What follows belongs to an exercise in optimizing a design on an open flow for small area, a short achievable clock period and few clock cycles per item; a production flow would make more cautious choices.
Power is estimated from default activity; no workload was simulated.

==> flow/design.v <==
`timescale 1ns / 1ps
module tti_cfg (
	input  logic              clk,
	input  logic              arst_n,
	input  logic              cfg_valid,
	output logic              cfg_ready,
	input  logic [1:0]        cfg_index,
	input  logic [63:0]       cfg_data,
	output logic [15:0][7:0]  alpha,
	output logic [4:0]        radix,
	output logic [1:0]        written,
	output logic              cfg_fire
);
	logic [15:0][7:0] alpha_q;
	assign cfg_ready = 1'b1;
	assign cfg_fire  = cfg_valid;
	always_ff @(posedge clk) begin
		if (cfg_valid && (cfg_index == 2'd0))
			for (int k = 0; k < 8; k++) alpha_q[k] <= cfg_data[8*k +: 8];
		if (cfg_valid && (cfg_index == 2'd1))
			for (int k = 0; k < 8; k++) alpha_q[8+k] <= cfg_data[8*k +: 8];
	end
	always_ff @(posedge clk or negedge arst_n) begin
		if (!arst_n) begin
			radix   <= '0;
			written <= '0;
		end else if (cfg_valid) begin
			if (cfg_index == 2'd0) written[0] <= 1'b1;
			if (cfg_index == 2'd1) written[1] <= 1'b1;
			if (cfg_index == 2'd2) radix <= cfg_data[4:0];
		end
	end
	assign alpha = alpha_q;
endmodule
`timescale 1ns / 1ps
module tti_parse (
	input  logic              clk,
	input  logic              arst_n,
	input  logic              chars_valid,
	output logic              chars_ready,
	input  logic [7:0]        chars_ch,
	output logic              result_valid,
	input  logic              result_ready,
	output logic [31:0]       result_value,
	output logic              result_base_ok,
	input  logic [15:0][7:0]  alpha,
	input  logic [4:0]        radix,
	input  logic [1:0]        written,
	input  logic              cfg_fire
);
	localparam logic [1:0] PH_SPACE = 2'd0;
	localparam logic [1:0] PH_SIGN  = 2'd1;
	localparam logic [1:0] PH_DIGIT = 2'd2;
	localparam logic [1:0] PH_STOP  = 2'd3;
	logic       busy_q;      
	logic [3:0] row_q;       
	logic       bad_q;       
	logic       ok_q;        
	logic       c_v;         
	logic       c_row;       
	logic       c_last;      
	logic [7:0] c_ch;
	logic [1:0] ph_q;
	logic       neg_q;
	logic       hd_q;        
	logic       a_v;         
	logic       a_term;      
	logic       a_has;       
	logic [4:0] a_r;         
	logic [3:0] a_d;         
	logic       a_neg;       
	logic       res_q;
	logic        b_fire, a_free, c_free, c_load, c_go;
	logic [15:0] en, match;
	logic [3:0]  idx;
	logic        hit, is_nul, is_space, is_sign, is_minus;
	logic        radix_ok, last_row, row_bad;
	assign radix_ok = (radix >= 5'd2) && (radix <= 5'd16);
	assign last_row = ({1'b0, row_q} + 5'd1 == radix) || (row_q == 4'd15);
	assign b_fire      = a_v && !(a_term && res_q);
	assign a_free      = !a_v || b_fire;
	assign c_free      = !c_v || a_free;
	assign c_go        = c_v && a_free;
	assign chars_ready = c_free && !busy_q;
	assign c_load      = c_free || busy_q;
	always_ff @(posedge clk) begin
		if (c_load) begin
			c_ch <= busy_q ? alpha[row_q] : chars_ch;
		end
	end
	always_comb begin
		for (int k = 0; k < 16; k++) begin
			en[k]    = c_row ? (4'(k) < row_q - 4'd1) : (5'(k) < radix);
			match[k] = en[k] && (alpha[k] == c_ch);
		end
		idx = '0;
		for (int k = 0; k < 16; k++)
			if (match[k]) idx = idx | 4'(k);
	end
	assign hit      = |match;
	assign is_nul   = (c_ch == 8'h00);
	assign is_space = ((c_ch >= 8'h09) && (c_ch <= 8'h0D)) || (c_ch == 8'h20);
	assign is_sign  = (c_ch == 8'h2B) || (c_ch == 8'h2D);
	assign is_minus = (c_ch == 8'h2D);
	assign row_bad  = hit || is_nul || is_space || is_sign;
	always_ff @(posedge clk or negedge arst_n) begin
		if (!arst_n) begin
			busy_q <= 1'b0;
			row_q  <= '0;
			bad_q  <= 1'b0;
			ok_q   <= 1'b0;
			c_v    <= 1'b0;
			c_row  <= 1'b0;
			c_last <= 1'b0;
		end else begin
			if (c_load)
				c_v <= chars_valid && !busy_q;
			c_row  <= busy_q && !cfg_fire;
			c_last <= last_row;
			if (cfg_fire) begin
				busy_q <= 1'b1;
				row_q  <= '0;
				bad_q  <= 1'b0;
				ok_q   <= 1'b0;
			end else begin
				if (busy_q) begin
					row_q <= row_q + 4'd1;
					if (last_row)
						busy_q <= 1'b0;
				end
				if (c_row) begin
					bad_q <= bad_q || row_bad;
					if (c_last)
						ok_q <= !bad_q && !row_bad && radix_ok && written[0] && ((radix <= 5'd8) || written[1]);
				end
			end
		end
	end
	logic       dig_op;
	logic [1:0] ph_n;
	logic       neg_n, hd_n;
	always_comb begin
		dig_op = 1'b0;
		ph_n   = ph_q;
		neg_n  = neg_q;
		hd_n   = hd_q;
		if (is_nul) begin
			ph_n  = PH_SPACE;
			neg_n = 1'b0;
			hd_n  = 1'b0;
		end else if ((ph_q == PH_SPACE) && is_space) begin
		end else if (((ph_q == PH_SPACE) || (ph_q == PH_SIGN)) && is_sign) begin
			ph_n  = PH_SIGN;
			neg_n = neg_q ^ is_minus;
		end else if (ph_q != PH_STOP) begin
			if (hit && ok_q) begin
				dig_op = 1'b1;
				ph_n   = PH_DIGIT;
				hd_n   = 1'b1;
			end else begin
				ph_n = PH_STOP;
			end
		end
	end
	always_ff @(posedge clk or negedge arst_n) begin
		if (!arst_n) begin
			ph_q  <= PH_SPACE;
			neg_q <= 1'b0;
			hd_q  <= 1'b0;
			a_v   <= 1'b0;
		end else begin
			if (c_go) begin
				ph_q  <= ph_n;
				neg_q <= neg_n;
				hd_q  <= hd_n;
			end
			if (a_free)
				a_v <= c_v;
		end
	end
	always_ff @(posedge clk) begin
		if (a_free) begin
			a_term <= is_nul;
			a_has  <= hd_q;
		end
	end
	always_ff @(posedge clk) begin
		a_r   <= !(a_free && c_v && dig_op) ? 5'd1 : ((ph_q == PH_DIGIT) ? radix : 5'd0);
		a_d   <= (a_free && c_v && dig_op) ? idx : 4'd0;
		a_neg <= a_free && c_v && dig_op && neg_q;
	end
	localparam int BLK = 4;
	localparam int NB  = 32 / BLK;
	logic [31:0]   sum_q;
	logic [NB-1:1] cy_q;
	logic [31:0]   p0, p1, p2, p3, tx, cr;
	logic [31:0]   s1a, k1a, s1b, k1b, s2, k2, s3, k3;
	logic [31:0]   sum_n;
	logic [NB-1:1] cy_n;
	logic [31:0]   cy_vec;
	logic [31:0]   out_q;
	assign p0 = sum_q & {32{a_r[0]}};
	assign p1 = {sum_q[30:0] & {31{a_r[1]}}, a_neg};
	assign p2 = {sum_q[29:0], 2'b0} & {32{a_r[2]}};
	assign p3 = ({sum_q[28:0], 3'b0} & {32{a_r[3]}}) | ({sum_q[27:0], 4'b0} & {32{a_r[4]}});
	assign tx = {{28{a_neg}}, a_d ^ {4{a_neg}}};
	always_comb begin
		cr = '0;
		for (int b = 1; b < NB; b++)
			for (int i = 0; i < 5; i++)
				if (BLK * b + i < 32)
					cr[BLK*b+i] = cr[BLK*b+i] | (cy_q[b] & a_r[i]);
	end
	assign s1a = p0 ^ p1 ^ p2;
	assign k1a = {(p0[30:0] & p1[30:0]) | (p0[30:0] & p2[30:0]) | (p1[30:0] & p2[30:0]), 1'b0};
	assign s1b = p3 ^ cr ^ tx;
	assign k1b = {(p3[30:0] & cr[30:0]) | (p3[30:0] & tx[30:0]) | (cr[30:0] & tx[30:0]), 1'b0};
	assign s2  = s1a ^ k1a ^ s1b;
	assign k2  = {(s1a[30:0] & k1a[30:0]) | (s1a[30:0] & s1b[30:0]) | (k1a[30:0] & s1b[30:0]), 1'b0};
	assign s3  = s2 ^ k2 ^ k1b;
	assign k3  = {(s2[30:0] & k2[30:0]) | (s2[30:0] & k1b[30:0]) | (k2[30:0] & k1b[30:0]), 1'b0};
	always_comb begin
		logic [BLK:0] t;
		for (int b = 0; b < NB; b++) begin
			t = {1'b0, s3[BLK*b +: BLK]} + {1'b0, k3[BLK*b +: BLK]};
			sum_n[BLK*b +: BLK] = t[BLK-1:0];
			if (b < NB - 1)
				cy_n[b+1] = t[BLK];
		end
	end
	always_ff @(posedge clk) begin
		sum_q <= sum_n;
		cy_q  <= cy_n;
	end
	always_comb begin
		cy_vec = '0;
		for (int b = 1; b < NB; b++) cy_vec[BLK*b] = cy_q[b];
	end
	always_ff @(posedge clk) begin
		if (a_v && a_term && !res_q)
			out_q <= (sum_q + cy_vec) & {32{a_has}};
	end
	always_ff @(posedge clk or negedge arst_n) begin
		if (!arst_n)
			res_q <= 1'b0;
		else if (a_v && a_term && !res_q)
			res_q <= 1'b1;
		else if (result_ready)
			res_q <= 1'b0;
	end
	assign result_valid   = res_q;
	assign result_value   = out_q;
	assign result_base_ok = ok_q;
endmodule
`timescale 1ns / 1ps
module text_to_integer_any_base_top (
	input  logic                      clk,
	input  logic                      arst_n,
	input  logic                      chars_valid,
	output logic                      chars_ready,
	input  logic [7:0]                chars_ch,
	output logic                      result_valid,
	input  logic                      result_ready,
	output logic signed [31:0]        result_value,
	output logic                      result_base_ok,
	input  logic                      cfg_valid,
	output logic                      cfg_ready,
	input  logic [1:0]                cfg_index,
	input  logic [63:0]               cfg_data
);
	logic [15:0][7:0] alpha;
	logic [4:0]       radix;
	logic [1:0]       written;
	logic             cfg_fire;
	tti_cfg u_cfg (
		.clk       (clk),
		.arst_n    (arst_n),
		.cfg_valid (cfg_valid),
		.cfg_ready (cfg_ready),
		.cfg_index (cfg_index),
		.cfg_data  (cfg_data),
		.alpha     (alpha),
		.radix     (radix),
		.written   (written),
		.cfg_fire  (cfg_fire)
	);
	tti_parse u_parse (
		.clk            (clk),
		.arst_n         (arst_n),
		.chars_valid    (chars_valid),
		.chars_ready    (chars_ready),
		.chars_ch       (chars_ch),
		.result_valid   (result_valid),
		.result_ready   (result_ready),
		.result_value   (result_value),
		.result_base_ok (result_base_ok),
		.alpha          (alpha),
		.radix          (radix),
		.written        (written),
		.cfg_fire       (cfg_fire)
	);
endmodule
export LEC_CHECK = 0
export CAP_MARGIN = 20
export CORE_MARGIN = 2
export CORE_UTILIZATION = 40
export CTS_BUF_LIST = sky130_fd_sc_hd__clkbuf_4
export SETUP_SLACK_MARGIN = 3.5
export SLEW_MARGIN = 20
create_clock -name core_clock -period 7.0 [get_ports {clk}]
run.sh (not shown) runs the stock make flow with config.mk's settings and CLKGATE_MAP_FILE= SYNTH_SCRIPT=/design/flow/synth_recipe.tcl, a recipe that flattens the netlist after the stock synthesis.
The first run finished clean.
Then changed:
Settings changed: CORE_UTILIZATION 40 to 70, CTS_BUF_LIST sky130_fd_sc_hd__clkbuf_4 to sky130_fd_sc_hd__clkbuf_8.
After rerunning: Cell count goes down by about 15%. Total power decreases by about 2%. Routed wire length is lower by about 8%. Core utilization is higher by 33 points.
No functional check of the RTL was part of any run of this note.

separate check: timing with driven ports:
No port has a modelled driver above. Below, the same layouts with a new extraction and two added sets of constraints. Step 1, drivers: a clkbuf_16 drives clk and a buf_2 each remaining input, both assumed. Step 2 also shifts input and output timing later by t, the mid clock arrival at the registers, as if the neighbouring blocks saw the same clock. Three values: no drivers, after step 1, after step 2; two values: the first two.
run | t, ns | setup slack, ns | worst setup path after step 2 | worst register clock-pin slew, ns | pins driven straight from the clock port
the first run | 0.798 | 3.601 / 3.601 / 3.438 | input to register | 0.07 / 0.07 | 1
the second run | 0.605 | 3.624 / 3.578 / 3.467 | input to register | 0.07 / 0.07 | 1
After both steps setup and hold are still met in every run listed. For the first run, which loses most, drivers alone change the setup slack by 0.000 ns; drivers and shift together by -0.163 ns.
